Background: an optimization exercise with open tools, aiming at small area. Do not read the settings as production practice.
The RTL was checked by simulation tests, not by an equivalence proof against the original design.

==> wip/umber <==
// aes_word_enc_core
module aes_word_enc_core
(
   input  logic         clk,
   input  logic         reset,
   input  logic         start,
   input  logic         selEncDec,
   input  logic [127:0] key_in,
   input  logic [31:0]  data_in,
   output logic [31:0]  data_out,
   output logic [6:0]   signals
);
Settings: LEC_CHECK=0, CAP_MARGIN=20, CORE_MARGIN=2, CORE_UTILIZATION=40, SLEW_MARGIN=20; clock period 25.0 ns.
standard.sh (not shown) runs the stock make flow with config.mk's settings and CLKGATE_MAP_FILE= SYNTH_SCRIPT=/design/flow/synth_recipe.tcl, a recipe that flattens the netlist after the stock synthesis.
==> flow/flow/run.sh <==
#!/bin/bash
# Own flow: the standard layout (standard.sh), except that synthesis runs own_synth.tcl,
# which is synth_recipe.tcl with Yosys's abc pass given abc_area.script, and the port buffers are
# the smallest buffer cell. Registers, their names
# and cell types are those of the standard synthesis (ABC maps only the combinational logic).
# Each step's full output goes to a log file of its own in the work folder.
set -euo pipefail
W=$PWD
bash standard.sh SYNTH_SCRIPT="$W/flow/own_synth.tcl" synth > "$W/own_synth.log" 2>&1
# Ports are buffered as in the standard flow, with the smallest buffer instead of ORFS's pick.
# Clock tree: bigger sink clusters and no dummy loads, to use fewer clock buffers.
bash standard.sh BUFFER_PORTS_ARGS="-buffer_cell sky130_fd_sc_hd__buf_1" \
   CTS_ARGS="$(cat "$W/flow/cts_args")" finish > "$W/own_layout.log" 2>&1
==> flow/flow/abc_area.script <==
strash
balance
rewrite
refactor
balance
rewrite
rewrite -z
balance
refactor -z
rewrite -z
balance
dch -f
amap
topo
==> flow/flow/cts_args <==
-sink_clustering_enable -repair_clock_nets -dont_use_dummy_load -buf_list sky130_fd_sc_hd__clkbuf_16 -sink_clustering_size 24 -sink_clustering_max_diameter 200
==> flow/flow/own_synth.tcl <==
set own_abc_script [file join [file dirname [file normalize [info script]]] abc_area.script]
proc synth {args} { yosys synth -nofsm -noshare {*}$args }
proc abc {args} {
  set i [lsearch -exact $args -script]
  if {$i >= 0} { lset args [expr {$i + 1}] $::own_abc_script }
  yosys abc {*}$args
}
unset -nocomplain ::env(ADDER_MAP_FILE)
source $::env(SCRIPTS_DIR)/synth.tcl
# left out here: clear keep_hierarchy, flatten, clean up, hide names made inside functions, write 1_2_yosys.v
==> inputs of wip/juniper, as changes to wip/umber <==
==> flow/flow/abc_area.script (replaced) <==
strash
dc2
strash
dch -f
amap
topo
==> flow/flow/cts_args (replaced) <==
-sink_clustering_enable -repair_clock_nets -dont_use_dummy_load -buf_list sky130_fd_sc_hd__clkbuf_16 -sink_clustering_size 30 -sink_clustering_max_diameter 60
- CORE_UTILIZATION: 40 -> 65
==> inputs of wip/lagoon, as changes to wip/umber <==
==> flow/flow/abc_area.script (replaced) <==
strash
dc2
strash
dch -f
amap
topo
==> flow/flow/cts_args (replaced) <==
-sink_clustering_enable -repair_clock_nets -dont_use_dummy_load -buf_list sky130_fd_sc_hd__clkbuf_16 -sink_clustering_size 27 -sink_clustering_max_diameter 200
==> run summary <==
| metric | wip/juniper | wip/umber | wip/lagoon |
|---|---|---|---|
| Result of the run | complete, no violations | complete, no violations | complete, no violations |
| Clock buffer instance count of the final layout | 21 | 17 | 16 |
| Core ar. | 23300 µm² | 37800 µm² | 37800 µm² |
| Crit path top cell by count | clkinv_1 | - | nor2_1 |
| Multi-input gates | 1524 | 1509 | 1524 |
| Met1 capacity usage during global routing | 52.9% | 36.2% | 38.8% |
| End point of the most critical hold path | r_s1[18] | r_s1[12] | r_k0[0] |
| First-pass detailed-route iteration total | 6 | 5 | 5 |
| Pin count of the biggest net entering global routing | 104 | 97 | 194 |
| Gpl congestion | 0.959 | 0.931 | 0.943 |
| Met3 usage in global routing | 4.65% | 3.30% | 2.94% |
| Filler-free cell count of the finished design | 2640 | 2837 | 2830 |
| XOR/XNOR share of the synthesized area | 0.514% | 0.852% | 0.514% |
| Cell area reported after detailed placement | 16700 µm² | 17000 µm² | 17000 µm² |
| Well tap count | 319 | 511 | 511 |
| Global-route met2 utilization | 66.2% | 39.7% | 43.7% |
| Start point of the worst hold path | r_s1[26] | r_s1[20] | r_k1[0] |
| Number of design-rule violations left by the first detailed-router iteration | 1965 | 1308 | 1154 |
| Cell count after placement | 2619 | 2819 | 2814 |
| Slew headroom | 31.9% | 32.9% | 33.6% |
| Number of buffers inserted during clock tree synthesis | 21 | 17 | 16 |


==> trial 38 <==
Starting RTL as in the previous note.
==> module aes_word_enc_core, before the edit <==
module aes_word_enc_core
(
   input  logic         clk,
   input  logic         reset,
   input  logic         start,
   input  logic         selEncDec,
   input  logic [127:0] key_in,
   input  logic [31:0]  data_in,
   output logic [31:0]  data_out,
   output logic [6:0]   signals
);
   function automatic logic [7:0] xtime(input logic [7:0] b);
      xtime = {b[6:0], 1'b0} ^ (b[7] ? 8'h1b : 8'h00);
   endfunction
   logic [6:0]   r_cnt;
   logic [31:0]  r_k0, r_k1, r_k2, r_k3, r_k4;
   logic [39:0]  r_s0;
   logic [31:0]  r_s1, r_s2, r_s3;
   logic [31:0]  r_dout;
   logic [31:0]  k0, k1, k2, k3, k4;
   logic [39:0]  s0;
   logic [31:0]  s1, s2, s3;
   logic         w_idle;
   logic         w_ksel;     
   logic         w_wr;       
   logic         w_load;     
   logic         w_last;     
   logic         w_kplain;   
   logic         w_dld;      
   logic         w_kv, w_done, w_ov;
   logic [7:0]   w_rcon;
   logic [3:0]   w_rnd;
   logic [7:0]   w_sbi [4];
   logic [7:0]   w_a   [4];
   logic [31:0]  w_mix;
   logic [31:0]  w_wd;
   logic [31:0]  w_kx;
   logic [31:0]  w_k4n;
   logic [39:0]  w_s0n;
   logic [31:0]  w_s1n, w_s2n, w_s3n;
   assign k0 = r_k0 ^ POL_K0;
   assign k1 = r_k1 ^ POL_K1;
   assign k2 = r_k2 ^ POL_K2;
   assign k3 = r_k3 ^ POL_K3;
   assign k4 = r_k4 ^ POL_K4;
   assign s0 = r_s0 ^ POL_S0;
   assign s1 = r_s1 ^ POL_S1;
   assign s2 = r_s2 ^ POL_S2;
   assign s3 = r_s3 ^ POL_S3;
   assign w_idle = (r_cnt == 7'd0) || (r_cnt == CNT_LAST);
   aes_enc_sched u_sched (
      .i_cnt    (r_cnt),
      .o_ksel   (w_ksel),
      .o_rcon   (w_rcon),
      .o_wr     (w_wr),
      .o_load   (w_load),
      .o_last   (w_last),
      .o_kplain (w_kplain),
      .o_dld    (w_dld),
      .o_kv     (w_kv),
      .o_done   (w_done),
      .o_ov     (w_ov),
      .o_rnd    (w_rnd)
   );
   assign signals  = {w_ov, w_done, w_rnd, w_kv};
   assign data_out = r_dout;
   assign w_sbi[0] = w_ksel ? k3[23:16] : s0[7:0];
   assign w_sbi[1] = w_ksel ? k3[15:8]  : s1[7:0];
   assign w_sbi[2] = w_ksel ? k3[7:0]   : s2[7:0];
   assign w_sbi[3] = w_ksel ? k3[31:24] : s3[7:0];
   for (genvar g = 0; g < 4; g++) begin : g_sbox
      aes_sbox u_sbox (
         .i_byte (w_sbi[g]),
         .o_byte (w_a[g])
      );
   end
   logic [7:0] w_tt;
   assign w_tt = w_a[0] ^ w_a[1] ^ w_a[2] ^ w_a[3];
   always_comb begin
      for (int r = 0; r < 4; r++)
         w_mix[8 * (3 - r) +: 8] = w_a[r] ^ ({8{!w_last}} & (w_tt ^ xtime(w_a[r] ^ w_a[(r + 1) % 4])));
   end
   assign w_wd  = (w_load ? data_in : w_mix) ^ k4;
   assign w_kx  = w_ksel   ? ({w_a[0], w_a[1], w_a[2], w_a[3]} ^ {w_rcon, 24'h000000}) :
                  w_kplain ? 32'h00000000 : k4;
   assign w_k4n = w_idle ? key_in[31:0] : k0 ^ w_kx;
   assign w_s0n = {(w_wr ? w_wd[31:24] : s0[7:0]), s0[39:8]};
   assign w_s1n = {(w_wr ? w_wd[23:16] : s1[7:0]), s1[31:8]};
   assign w_s2n = w_ksel ? {s2[15:0], s2[31:16]} : {(w_wr ? w_wd[15:8] : s2[7:0]), s2[31:8]};
   assign w_s3n = w_ksel ? {s3[23:0], s3[31:24]} : {(w_wr ? w_wd[7:0] : s3[7:0]), s3[31:8]};
   always_ff @(posedge clk) begin
      if (reset)          r_cnt <= 7'd0;
      else if (w_idle) begin
         r_cnt <= (start && !selEncDec) ? CNT_START : 7'd0;
      end else            r_cnt <= r_cnt + 7'd1;
   end
   always_ff @(posedge clk) begin
      r_k0 <= k1 ^ POL_K0;
      if (w_idle) begin
         r_k1 <= key_in[127:96] ^ POL_K1;
         r_k2 <= key_in[95:64]  ^ POL_K2;
         r_k3 <= key_in[63:32]  ^ POL_K3;
      end else begin
         r_k1 <= k2 ^ POL_K1;
         r_k2 <= k3 ^ POL_K2;
         r_k3 <= k4 ^ POL_K3;
      end
      r_k4 <= w_k4n ^ POL_K4;
   end
   always_ff @(posedge clk) begin
      r_s0 <= w_s0n ^ POL_S0;
      r_s1 <= w_s1n ^ POL_S1;
      r_s2 <= w_s2n ^ POL_S2;
      r_s3 <= w_s3n ^ POL_S3;
   end
   always_ff @(posedge clk) begin
      if (reset)      r_dout <= 32'h00000000;
      else if (w_dld) r_dout <= {s0[7:0], s1[15:8], s2[15:8], s3[15:8]};
   end
endmodule
Settings: LEC_CHECK=0, CAP_MARGIN=20, CORE_MARGIN=2, CORE_UTILIZATION=65, SLEW_MARGIN=20; clock period 25.0 ns.
==> flow/flow/run.sh <==
#!/bin/bash
# Own flow: the standard layout (standard.sh) with three area-oriented changes.
#  - Synthesis runs own_synth.tcl: synth_recipe.tcl with Yosys's abc pass given abc_area.script
#    and no adder extraction. Registers, their names and cell types are those of the standard
#    synthesis (ABC maps only the combinational logic).
#  - Ports are buffered as in the standard flow, with the smallest buffer cell.
#  - Clock tree (cts_args): larger sink clusters and no dummy loads, so fewer clock buffers.
# Each step's full output goes to a log file of its own in the work folder.
set -euo pipefail
W=$PWD
bash standard.sh SYNTH_SCRIPT="$W/flow/own_synth.tcl" synth > "$W/own_synth.log" 2>&1
bash standard.sh BUFFER_PORTS_ARGS="-buffer_cell sky130_fd_sc_hd__buf_1" \
   CTS_ARGS="$(cat "$W/flow/cts_args")" finish > "$W/own_layout.log" 2>&1
==> flow/flow/abc_area.script <==
strash
resub -K 8
dc2
strash
dch -f
amap
topo
==> flow/flow/cts_args <==
-sink_clustering_enable -repair_clock_nets -dont_use_dummy_load -buf_list sky130_fd_sc_hd__clkbuf_16 -sink_clustering_size 27 -sink_clustering_max_diameter 100
Scripts as last shown in full above: flow/flow/own_synth.tcl
==> build 41 (differences from trial 38) <==
--- a/flow/design.v
+++ b/flow/design.v
@@ -3,11 +3,2 @@
    localparam logic [6:0] CNT_LAST  = 7'd127;
-   localparam logic [31:0] POL_K0 = 32'h00000000;
-   localparam logic [31:0] POL_K1 = 32'h00000000;
-   localparam logic [31:0] POL_K2 = 32'hffffffff;
-   localparam logic [31:0] POL_K3 = 32'h00000000;
-   localparam logic [31:0] POL_K4 = 32'hffffffff;
-   localparam logic [39:0] POL_S0 = 40'h0000000000;
-   localparam logic [31:0] POL_S1 = 32'h00000000;
-   localparam logic [31:0] POL_S2 = 32'h00ffff00;
-   localparam logic [31:0] POL_S3 = 32'h0000ff00;
 endpackage
@@ -278,5 +269,2 @@
    logic [31:0]  r_dout;
-   logic [31:0]  k0, k1, k2, k3, k4;
-   logic [39:0]  s0;
-   logic [31:0]  s1, s2, s3;
    logic         w_idle;
@@ -296,14 +284,2 @@
    logic [31:0]  w_kx;
-   logic [31:0]  w_k4n;
-   logic [39:0]  w_s0n;
-   logic [31:0]  w_s1n, w_s2n, w_s3n;
-   assign k0 = r_k0 ^ POL_K0;
-   assign k1 = r_k1 ^ POL_K1;
-   assign k2 = r_k2 ^ POL_K2;
-   assign k3 = r_k3 ^ POL_K3;
-   assign k4 = r_k4 ^ POL_K4;
-   assign s0 = r_s0 ^ POL_S0;
-   assign s1 = r_s1 ^ POL_S1;
-   assign s2 = r_s2 ^ POL_S2;
-   assign s3 = r_s3 ^ POL_S3;
    assign w_idle = (r_cnt == 7'd0) || (r_cnt == CNT_LAST);
@@ -325,6 +301,6 @@
    assign data_out = r_dout;
-   assign w_sbi[0] = w_ksel ? k3[23:16] : s0[7:0];
-   assign w_sbi[1] = w_ksel ? k3[15:8]  : s1[7:0];
-   assign w_sbi[2] = w_ksel ? k3[7:0]   : s2[7:0];
-   assign w_sbi[3] = w_ksel ? k3[31:24] : s3[7:0];
+   assign w_sbi[0] = w_ksel ? r_k3[23:16] : r_s0[7:0];
+   assign w_sbi[1] = w_ksel ? r_k3[15:8]  : r_s1[7:0];
+   assign w_sbi[2] = w_ksel ? r_k3[7:0]   : r_s2[7:0];
+   assign w_sbi[3] = w_ksel ? r_k3[31:24] : r_s3[7:0];
    for (genvar g = 0; g < 4; g++) begin : g_sbox
@@ -341,10 +317,5 @@
    end
-   assign w_wd  = (w_load ? data_in : w_mix) ^ k4;
-   assign w_kx  = w_ksel   ? ({w_a[0], w_a[1], w_a[2], w_a[3]} ^ {w_rcon, 24'h000000}) :
-                  w_kplain ? 32'h00000000 : k4;
-   assign w_k4n = w_idle ? key_in[31:0] : k0 ^ w_kx;
-   assign w_s0n = {(w_wr ? w_wd[31:24] : s0[7:0]), s0[39:8]};
-   assign w_s1n = {(w_wr ? w_wd[23:16] : s1[7:0]), s1[31:8]};
-   assign w_s2n = w_ksel ? {s2[15:0], s2[31:16]} : {(w_wr ? w_wd[15:8] : s2[7:0]), s2[31:8]};
-   assign w_s3n = w_ksel ? {s3[23:0], s3[31:24]} : {(w_wr ? w_wd[7:0] : s3[7:0]), s3[31:8]};
+   assign w_wd = (w_load ? data_in : w_mix) ^ r_k4;
+   assign w_kx = w_ksel   ? ({w_a[0], w_a[1], w_a[2], w_a[3]} ^ {w_rcon, 24'h000000}) :
+                 w_kplain ? 32'h00000000 : r_k4;
    always_ff @(posedge clk) begin
@@ -356,19 +327,19 @@
    always_ff @(posedge clk) begin
-      r_k0 <= k1 ^ POL_K0;
+      r_k0 <= r_k1;
       if (w_idle) begin
-         r_k1 <= key_in[127:96] ^ POL_K1;
-         r_k2 <= key_in[95:64]  ^ POL_K2;
-         r_k3 <= key_in[63:32]  ^ POL_K3;
+         {r_k1, r_k2, r_k3, r_k4} <= key_in;
       end else begin
-         r_k1 <= k2 ^ POL_K1;
-         r_k2 <= k3 ^ POL_K2;
-         r_k3 <= k4 ^ POL_K3;
+         r_k1 <= r_k2;
+         r_k2 <= r_k3;
+         r_k3 <= r_k4;
+         r_k4 <= r_k0 ^ w_kx;
       end
-      r_k4 <= w_k4n ^ POL_K4;
    end
    always_ff @(posedge clk) begin
-      r_s0 <= w_s0n ^ POL_S0;
-      r_s1 <= w_s1n ^ POL_S1;
-      r_s2 <= w_s2n ^ POL_S2;
-      r_s3 <= w_s3n ^ POL_S3;
+      r_s0 <= {(w_wr ? w_wd[31:24] : r_s0[7:0]), r_s0[39:8]};
+      r_s1 <= {(w_wr ? w_wd[23:16] : r_s1[7:0]), r_s1[31:8]};
+      if (w_ksel) r_s2 <= {r_s2[15:0], r_s2[31:16]};
+      else        r_s2 <= {(w_wr ? w_wd[15:8] : r_s2[7:0]), r_s2[31:8]};
+      if (w_ksel) r_s3 <= {r_s3[23:0], r_s3[31:24]};
+      else        r_s3 <= {(w_wr ? w_wd[7:0] : r_s3[7:0]), r_s3[31:8]};
    end
@@ -376,3 +347,3 @@
       if (reset)      r_dout <= 32'h00000000;
-      else if (w_dld) r_dout <= {s0[7:0], s1[15:8], s2[15:8], s3[15:8]};
+      else if (w_dld) r_dout <= {r_s0[7:0], r_s1[15:8], r_s2[15:8], r_s3[15:8]};
    end
==> flow/flow/run.sh (replaced) <==
#!/bin/bash
# Own flow: the standard layout (standard.sh), except that synthesis runs own_synth.tcl,
# which is synth_recipe.tcl with Yosys's abc pass given abc_area.script, and the port buffers are
# the smallest buffer cell. Registers, their names
# and cell types are those of the standard synthesis (ABC maps only the combinational logic).
# Each step's full output goes to a log file of its own in the work folder.
set -euo pipefail
W=$PWD
bash standard.sh SYNTH_SCRIPT="$W/flow/own_synth.tcl" synth > "$W/own_synth.log" 2>&1
# Ports are buffered as in the standard flow, with the smallest buffer instead of ORFS's pick.
# Clock tree: bigger sink clusters and no dummy loads, to use fewer clock buffers.
bash standard.sh BUFFER_PORTS_ARGS="-buffer_cell sky130_fd_sc_hd__buf_1" \
   CTS_ARGS="$(cat "$W/flow/cts_args")" finish > "$W/own_layout.log" 2>&1
==> flow/flow/abc_area.script (replaced) <==
strash
balance
rewrite
refactor
balance
rewrite
rewrite -z
balance
refactor -z
rewrite -z
balance
dch -f
amap
topo
==> flow/flow/cts_args (replaced) <==
-sink_clustering_enable -repair_clock_nets -dont_use_dummy_load -buf_list sky130_fd_sc_hd__clkbuf_16 -sink_clustering_size 24 -sink_clustering_max_diameter 200
--- a/flow/config.mk
+++ b/flow/config.mk
@@ -9,3 +9,3 @@
 export CORE_MARGIN = 2
-export CORE_UTILIZATION = 65
+export CORE_UTILIZATION = 40
 export SLEW_MARGIN = 20
==> build 62 (differences from trial 38) <==
==> flow/flow/run.sh (replaced) <==
#!/bin/bash
# Own flow: the standard layout (standard.sh), except that synthesis runs own_synth.tcl,
# which is synth_recipe.tcl with Yosys's abc pass given abc_area.script, and the port buffers are
# the smallest buffer cell. Registers, their names
# and cell types are those of the standard synthesis (ABC maps only the combinational logic).
# Each step's full output goes to a log file of its own in the work folder.
set -euo pipefail
W=$PWD
bash standard.sh SYNTH_SCRIPT="$W/flow/own_synth.tcl" synth > "$W/own_synth.log" 2>&1
# Ports are buffered as in the standard flow, with the smallest buffer instead of ORFS's pick.
# Clock tree: bigger sink clusters and no dummy loads, to use fewer clock buffers.
bash standard.sh BUFFER_PORTS_ARGS="-buffer_cell sky130_fd_sc_hd__buf_1" \
   CTS_ARGS="$(cat "$W/flow/cts_args")" finish > "$W/own_layout.log" 2>&1
==> flow/flow/abc_area.script (replaced) <==
strash
dc2
strash
dch -f
amap
topo
==> flow/flow/cts_args (replaced) <==
-sink_clustering_enable -repair_clock_nets -dont_use_dummy_load -buf_list sky130_fd_sc_hd__clkbuf_16 -sink_clustering_size 24 -sink_clustering_max_diameter 200
--- a/flow/config.mk
+++ b/flow/config.mk
@@ -9,3 +9,3 @@
 export CORE_MARGIN = 2
-export CORE_UTILIZATION = 65
+export CORE_UTILIZATION = 80
 export SLEW_MARGIN = 20
==> run summary <==
- The run finished with no timing, DRC or antenna violations.
- Clock tree synthesis inserted a total of 16 buffers.
- Setup violations remaining at the end of the flow were counted as 0.
- The routed layout has 16,600 vias.
- The minimum hold slack is 0.321 ns.
- The number of buffers and inverters on the critical path is 12.
- Counting tap cells, the placed design contains a total of 2,618 instances.
- The global-route met3 utilization is 0.0724.
- The max-cap check violation count is 0.
- The pin count of the biggest net entering global routing is 112.
- The minimum period implied by the final worst setup slack is 12.70 ns.
- The sequential share of the synthesized area is 0.438.
- Dividing the final minimum period by the clock period gives 0.508.
- The number of buffers added for setup after CTS is 0.
- The terminating pin of the worst hold path is r_k0[12].
-- figures above: trial 38

==> run summary <==
- The flow did not finish.
- The flow stopped in global placement (3_3_place_gp).
- The tool reported: "[ERROR GPL-0301] Utilization 100.785 % exceeds 100%".
- The main flop type after synthesis is sky130_fd_sc_hd__dfxtp_1.
- The share of synthesized area in the top cell type comes to 0.437.
- By area, the combinational part of the netlist is dominated by compound AO/OA/AOI/OAI gates.
- Counting flops and latches in the post-synthesis netlist gives 335.
- The initial standard-cell utilization of the core is 0.818.
- In this run the core area contains 50 standard-cell rows.
- The simple-gate share of the synthesized area is 0.150.
- Of the synthesized area, sequential elements account for 0.437.
- Ranked by instance count, the synthesized netlist is headed by 344 x sky130_fd_sc_hd__nor2_1, 335 x sky130_fd_sc_hd__dfxtp_1, 329 x sky130_fd_sc_hd__o22ai_1.
- The post-synthesis share of cell area spent on full adders, half adders and majority gates is 0.
- The compound-gate portion of the synthesized area is 0.352.
-- figures above: build 62

==> run summary <==
- The sequential share of the synthesized area is 0.423.
- The number of buffers added for setup after CTS is 0.
- The global-route met3 utilization is 0.0265.
- The instance area at placement is 17,400 sq um.
- The minimum period implied by the final worst setup slack is 12.92 ns.
- The total vias in the final route is 15,800.
- The number of buffers added by the clock tree synthesis step is 17.
- The flow ran to the end and the layout has no timing, DRC or antenna violations.
- The pin count of the biggest net entering global routing is 92.
- The count of nets after finishing is 2,504.
- Of the available clock period, the critical path in the final layout requires 0.517.
- The worst reg-to-reg setup slack is 12.08 ns.
- The final-report setup violation count is 0.
- Multi-input logic gates represent a cell area share of 0.449.
- Counting both buffers and inverters, the worst setup path holds a total of 13.
-- figures above: build 41

[afterwards: timing with drivers on the ports]
Ports are ideal in the flow. The routed layouts listed here were re-timed in OpenROAD. Step 1: set_driving_cell puts a clkbuf_16 on clk and a buf_2 on each other input, an assumption about the parent block. Step 2 adds t to the input delays and takes it off the output delays; t is the mean of the earliest and latest rising clock arrival at the registers after step 1. Input paths then give back, and output paths get back, about the clock's delay inside the block. a / b / c = ideal / step 1 / step 2; a / b = the first two.
run	shift t [ns]	setup slack, ns	worst slew at a driven data input, ns	pins driven straight from the clock port
wip/umber	0.577	12.120 / 12.120 / 12.120	0.04	1
wip/juniper	0.570	12.433 / 12.433 / 12.433	0.06	1
wip/lagoon	0.557	12.640 / 12.640 / 12.640	0.05	1
trial 38	0.554	12.299 / 12.299 / 12.299	0.06	1
build 41	0.581	12.079 / 12.079 / 12.079	0.05	1
After both steps every run listed still meets setup and hold.
